What follows belongs to an exercise in optimizing a design on an open flow for small area; a production flow would make more cautious choices. Function was checked by simulation only, so behaviour that the tests miss may differ from the original. Power is estimated from default activity; no workload was simulated.

JK:
==> flow/design.v <==
module rf_oai22 #(parameter int W = 1) (
   input  logic [W-1:0] a1, a2, b1, b2,
   output logic [W-1:0] y
);
   assign y = ~((a1 | a2) & (b1 | b2));
endmodule
module rf_aoi222 #(parameter int W = 1) (
   input  logic [W-1:0] a1, a2, b1, b2, c1, c2,
   output logic [W-1:0] y
);
   assign y = ~((a1 & a2) | (b1 & b2) | (c1 & c2));
endmodule
module rf_aoi22 #(parameter int W = 1) (
   input  logic [W-1:0] a1, a2, b1, b2,
   output logic [W-1:0] y
);
   assign y = ~((a1 & a2) | (b1 & b2));
endmodule
module rf_nand4 #(parameter int W = 1) (
   input  logic [W-1:0] a, b, c, d,
   output logic [W-1:0] y
);
   assign y = ~(a & b & c & d);
endmodule
module rf_nand3 #(parameter int W = 1) (
   input  logic [W-1:0] a, b, c,
   output logic [W-1:0] y
);
   assign y = ~(a & b & c);
endmodule
module rf_or3 #(parameter int W = 1) (
   input  logic [W-1:0] a, b, c,
   output logic [W-1:0] y
);
   assign y = a | b | c;
endmodule
module rf_and3 #(parameter int W = 1) (
   input  logic [W-1:0] a, b, c,
   output logic [W-1:0] y
);
   assign y = a & b & c;
endmodule
module rf_and2 #(parameter int W = 1) (
   input  logic [W-1:0] a, b,
   output logic [W-1:0] y
);
   assign y = a & b;
endmodule
module rf_nand2 #(parameter int W = 1) (
   input  logic [W-1:0] a, b,
   output logic [W-1:0] y
);
   assign y = ~(a & b);
endmodule
module rf_or2 #(parameter int W = 1) (
   input  logic [W-1:0] a, b,
   output logic [W-1:0] y
);
   assign y = a | b;
endmodule
module rf_rdport #(parameter int N = 32) (
   input  logic [31:1]       sel,
   input  logic [31:1][N-1:0] r,
   input  logic              hold,
   input  logic [N-1:0]      q,
   output logic [N-1:0]      y
);
   logic [10:0][N-1:0] t;
   logic [N-1:0] u0, u1, u2;
   for (genvar k = 0; k < 10; k++) begin : g_t
      rf_aoi222 #(N) u_t (
         .a1({N{sel[3*k+1]}}), .a2(r[3*k+1]),
         .b1({N{sel[3*k+2]}}), .b2(r[3*k+2]),
         .c1({N{sel[3*k+3]}}), .c2(r[3*k+3]),
         .y(t[k]));
   end
   rf_aoi22 #(N) u_t10 (.a1({N{sel[31]}}), .a2(r[31]), .b1({N{hold}}), .b2(q), .y(t[10]));
   rf_nand4 #(N) u_u0 (.a(t[0]), .b(t[1]), .c(t[2]), .d(t[3]), .y(u0));
   rf_nand4 #(N) u_u1 (.a(t[4]), .b(t[5]), .c(t[6]), .d(t[7]), .y(u1));
   rf_nand3 #(N) u_u2 (.a(t[8]), .b(t[9]), .c(t[10]), .y(u2));
   rf_or3   #(N) u_y  (.a(u0), .b(u1), .c(u2), .y(y));
endmodule
module rtype_regfile_wb #(
   parameter int N = 32
) (
   input  logic              clk,
   input  logic              rst,
   input  logic              instr_valid,
   output logic              instr_ready,
   input  logic [31:0]       instruction_R,
   output logic [N-1:0]      Read_data1_R,
   output logic [N-1:0]      Read_data2_R,
   output logic              op_valid,
   input  logic [N-1:0]      ALUResult_R,
   output logic              wb_en,
   output logic [4:0]        wb_addr,
   output logic [N-1:0]      wb_data,
   output logic              illegal
);
   localparam logic [6:0] OP_RTYPE = 7'b0110011;
   logic [31:1][N-1:0] regs_q;
   logic [31:1][N-1:0] regs_d;
   logic [31:1]  written_q;
   logic [N-1:0] rd1_q, rd1_d;
   logic [N-1:0] rd2_q, rd2_d;
   logic [N-1:0] wdata_enc;
   logic         phase_q, dec1_q, dec1_d, dec2_q, dec2_d;
   logic         op_valid_q;
   logic         illegal_q;
   logic [4:0]   rd_q;
   logic [4:0]   rs1, rs2, rd;
   logic [6:0]   opcode;
   logic         legal, pend_wr, hazard, ready, accept, load;
   logic [31:1]  we, sel1, sel2;
   assign rs1    = instruction_R[19:15];
   assign rs2    = instruction_R[24:20];
   assign rd     = instruction_R[11:7];
   assign opcode = instruction_R[6:0];
   assign legal  = (opcode == OP_RTYPE);
   assign pend_wr = op_valid_q && (rd_q != 5'd0);
   assign hazard  = instr_valid && pend_wr && ((rs1 == rd_q) || (rs2 == rd_q));
   assign ready   = !rst && !hazard;
   assign accept  = instr_valid && ready;
   assign load    = accept && legal;
   logic [3:0]   pw_lo, pr1_lo, pr2_lo;
   logic [7:0]   pw_hi, pr1_hi, pr2_hi;
   logic [31:1]  nwe, written_d;
   always_comb begin
      for (int k = 0; k < 4; k++) begin
         pw_lo[k]  = op_valid_q && (rd_q[1:0] == 2'(k));
         pr1_lo[k] = load && (rs1[1:0] == 2'(k));
         pr2_lo[k] = load && (rs2[1:0] == 2'(k));
      end
      for (int j = 0; j < 8; j++) begin
         pw_hi[j]  = (rd_q[4:2] == 3'(j));
         pr1_hi[j] = (rs1[4:2] == 3'(j));
         pr2_hi[j] = (rs2[4:2] == 3'(j));
      end
   end
   for (genvar i = 1; i < 32; i++) begin : g_dec
      rf_and2  u_we   (.a(pw_lo[i%4]), .b(pw_hi[i/4]), .y(we[i]));
      rf_nand2 u_nwe  (.a(pw_lo[i%4]), .b(pw_hi[i/4]), .y(nwe[i]));
      rf_and3  u_sel1 (.a(pr1_lo[i%4]), .b(pr1_hi[i/4]), .c(written_q[i]), .y(sel1[i]));
      rf_and3  u_sel2 (.a(pr2_lo[i%4]), .b(pr2_hi[i/4]), .c(written_q[i]), .y(sel2[i]));
      rf_or2   u_wrt  (.a(written_q[i]), .b(we[i]), .y(written_d[i]));
   end
   rf_rdport #(N) u_rd1 (.sel(sel1), .r(regs_q), .hold(!load), .q(rd1_q), .y(rd1_d));
   rf_rdport #(N) u_rd2 (.sel(sel2), .r(regs_q), .hold(!load), .q(rd2_q), .y(rd2_d));
   assign dec1_d = load ? (phase_q && (|sel1)) : dec1_q;
   assign dec2_d = load ? (phase_q && (|sel2)) : dec2_q;
   assign wdata_enc = ALUResult_R ^ {N{phase_q}};
   for (genvar i = 1; i < 32; i++) begin : g_reg
      rf_oai22 #(N) u_wr (.a1({N{we[i]}}), .a2(regs_q[i]), .b1({N{nwe[i]}}), .b2(wdata_enc),
                          .y(regs_d[i]));
      always_ff @(posedge clk) regs_q[i] <= regs_d[i];
   end
   always_ff @(posedge clk or posedge rst) begin
      if (rst) begin
         written_q  <= '0;
         phase_q    <= 1'b0;
         dec1_q     <= 1'b0;
         dec2_q     <= 1'b0;
         rd1_q      <= '0;
         rd2_q      <= '0;
         rd_q       <= '0;
         op_valid_q <= 1'b0;
         illegal_q  <= 1'b0;
      end else begin
         written_q  <= written_d;
         phase_q    <= !phase_q;
         dec1_q     <= dec1_d;
         dec2_q     <= dec2_d;
         rd1_q      <= rd1_d;
         rd2_q      <= rd2_d;
         if (accept) rd_q <= rd;
         op_valid_q <= accept && legal;
         illegal_q  <= accept && !legal;
      end
   end
   assign instr_ready  = ready;
   assign Read_data1_R = rd1_q ^ {N{dec1_q}};
   assign Read_data2_R = rd2_q ^ {N{dec2_q}};
   assign op_valid     = op_valid_q;
   assign illegal      = illegal_q;
   assign wb_en        = pend_wr;
   assign wb_addr      = op_valid_q ? rd_q : 5'd0;
   assign wb_data      = op_valid_q ? ALUResult_R : '0;
endmodule
==> flow/config.mk <==
export PLATFORM = sky130hd
export DESIGN_NAME = rtype_regfile_wb
export DESIGN_NICKNAME = rtype_regfile_wb
export VERILOG_FILES = /design/flow/design.v
export SDC_FILE = /design/flow/constraint.sdc
export NUM_CORES = 4
export LEC_CHECK = 0
export CAP_MARGIN = 20
export CORE_MARGIN = 2
export CORE_UTILIZATION = 60
export SLEW_MARGIN = 20
export SYNTH_HIERARCHICAL = 1
export SYNTH_MINIMUM_KEEP_SIZE = 0
==> flow/constraint.sdc <==
create_clock -name core_clock -period 5.0 [get_ports {clk}]
set_input_delay 1.0000 -clock core_clock [delete_from_list [all_inputs] [get_ports {clk}]]
set_output_delay 1.0000 -clock core_clock [all_outputs]
set_load 0.01 [all_outputs]
standard.sh (not shown) runs the stock make flow with config.mk's settings and CLKGATE_MAP_FILE= SYNTH_SCRIPT=/design/flow/synth_recipe.tcl, a recipe that flattens the netlist after the stock synthesis.
==> flow/flow/run.sh <==
#!/bin/bash
# Own layout flow: the standard flow (standard.sh) with changes that only affect how the
# layout is built:
#  - after floorplan, combinational cells that synthesis sized up go back to their _1 variant
#    (downsize.tcl); placement's repair sizes up again where a load needs it;
#  - the port buffers are the smallest buffer cell (buf_1) instead of ORFS's default choice;
#  - clock tree synthesis uses clkbuf_4 leaf clusters of at most 8 sinks within 45 um and
#    inserts no dummy loads.
# Each tool's full output goes to ORFS's own logs under orfs/logs; make's output to make.log.
set -euo pipefail
export POST_FLOORPLAN_TCL="$PWD/flow/downsize.tcl"
export BUFFER_PORTS_ARGS="-buffer_cell sky130_fd_sc_hd__buf_1"
export CTS_ARGS="-sink_clustering_enable -repair_clock_nets -dont_use_dummy_load -buf_list sky130_fd_sc_hd__clkbuf_4 -sink_clustering_size 8 -sink_clustering_max_diameter 45"
bash standard.sh > make.log 2>&1
==> flow/flow/downsize.tcl <==
# Swap every combinational cell that synthesis sized up for its _1 variant (same function and
# pins) when that variant is smaller; placement's repair steps then size up again only the
# cells whose loads need it.
set n 0
set db [ord::get_db]
foreach inst [[ord::get_db_block] getInsts] {
  set master [$inst getMaster]
  set m [$master getName]
  if { [regexp {^(sky130_fd_sc_hd__([a-z0-9]+))_([0-9]+)$} $m -> base fn size] } {
    if { $size > 1 && ![string match "df*" $fn] && ![string match "*buf*" $fn] && ![string match "clk*" $fn] } {
      set small [$db findMaster ${base}_1]
      if { $small ne "NULL" && [$small getWidth] < [$master getWidth] } {
        $inst swapMaster $small
        incr n
      }
    }
  }
}
puts "downsize.tcl: swapped $n cells to their smaller _1 variant"
Relative to JK, the following input files were edited for MS:
- CORE_UTILIZATION now 55, was 60
- PLACE_DENSITY now 0.75, previously not set
Results
Ratio of total power to cell area, MS and JK, lower one = JK.
[compare] base=JK new=MS: clock distribution power held; largest voltage drop on the vdd net went down about 8%; area taken by flip-flops and latches held; relative contribution of the clock network to total power went down 0.2 points.
diff inputs: MS => AL
- PLACE_DENSITY: 0.75 -> 0.8
[summary]
Changes observed in AL relative to MS: final critical-path required period saw an increase, global-route wire length before repair saw a decrease. Changes observed in AL relative to MS: fraction of the cycle the final worst path needs grew by 8.3 points; via density per instance increased by 1.0% relative to the old numbers; total routed wirelength now smaller. Taking MS as the reference, in AL via count saw an increase; met2 usage now sits lower; clock-buffer cell count now smaller.

[what the ideal ports hide]
The flow's constraints put no driver on any port. The routed layouts listed below were extracted and timed again, unchanged, in two steps.
Step 1, drivers: a clkbuf_16 drives clk and a buf_2 each remaining input, both assumed.
Step 2 moves the port delays by t, midway between the first and last clock arrival at a register: inputs arrive t later, outputs are due t later. That takes back most of the time a late clock gives input paths.
Slacks: no drivers / after step 1 / after step 2; pairs: no drivers / after step 1.
run | t, ns | setup WS [ns] | worst setup path after step 2
JK | 1.071 | 0.198 / 0.198 / 0.030 | input to register
MS | 1.139 | 0.696 / 0.696 / 0.037 | input to register
AL | 1.123 | 0.280 / 0.280 / -0.087 | input to register
Met with ideal ports but missed after step 2: setup timing in AL. For MS, which loses most, drivers alone change the setup slack by 0.000 ns; drivers and shift together by -0.659 ns.
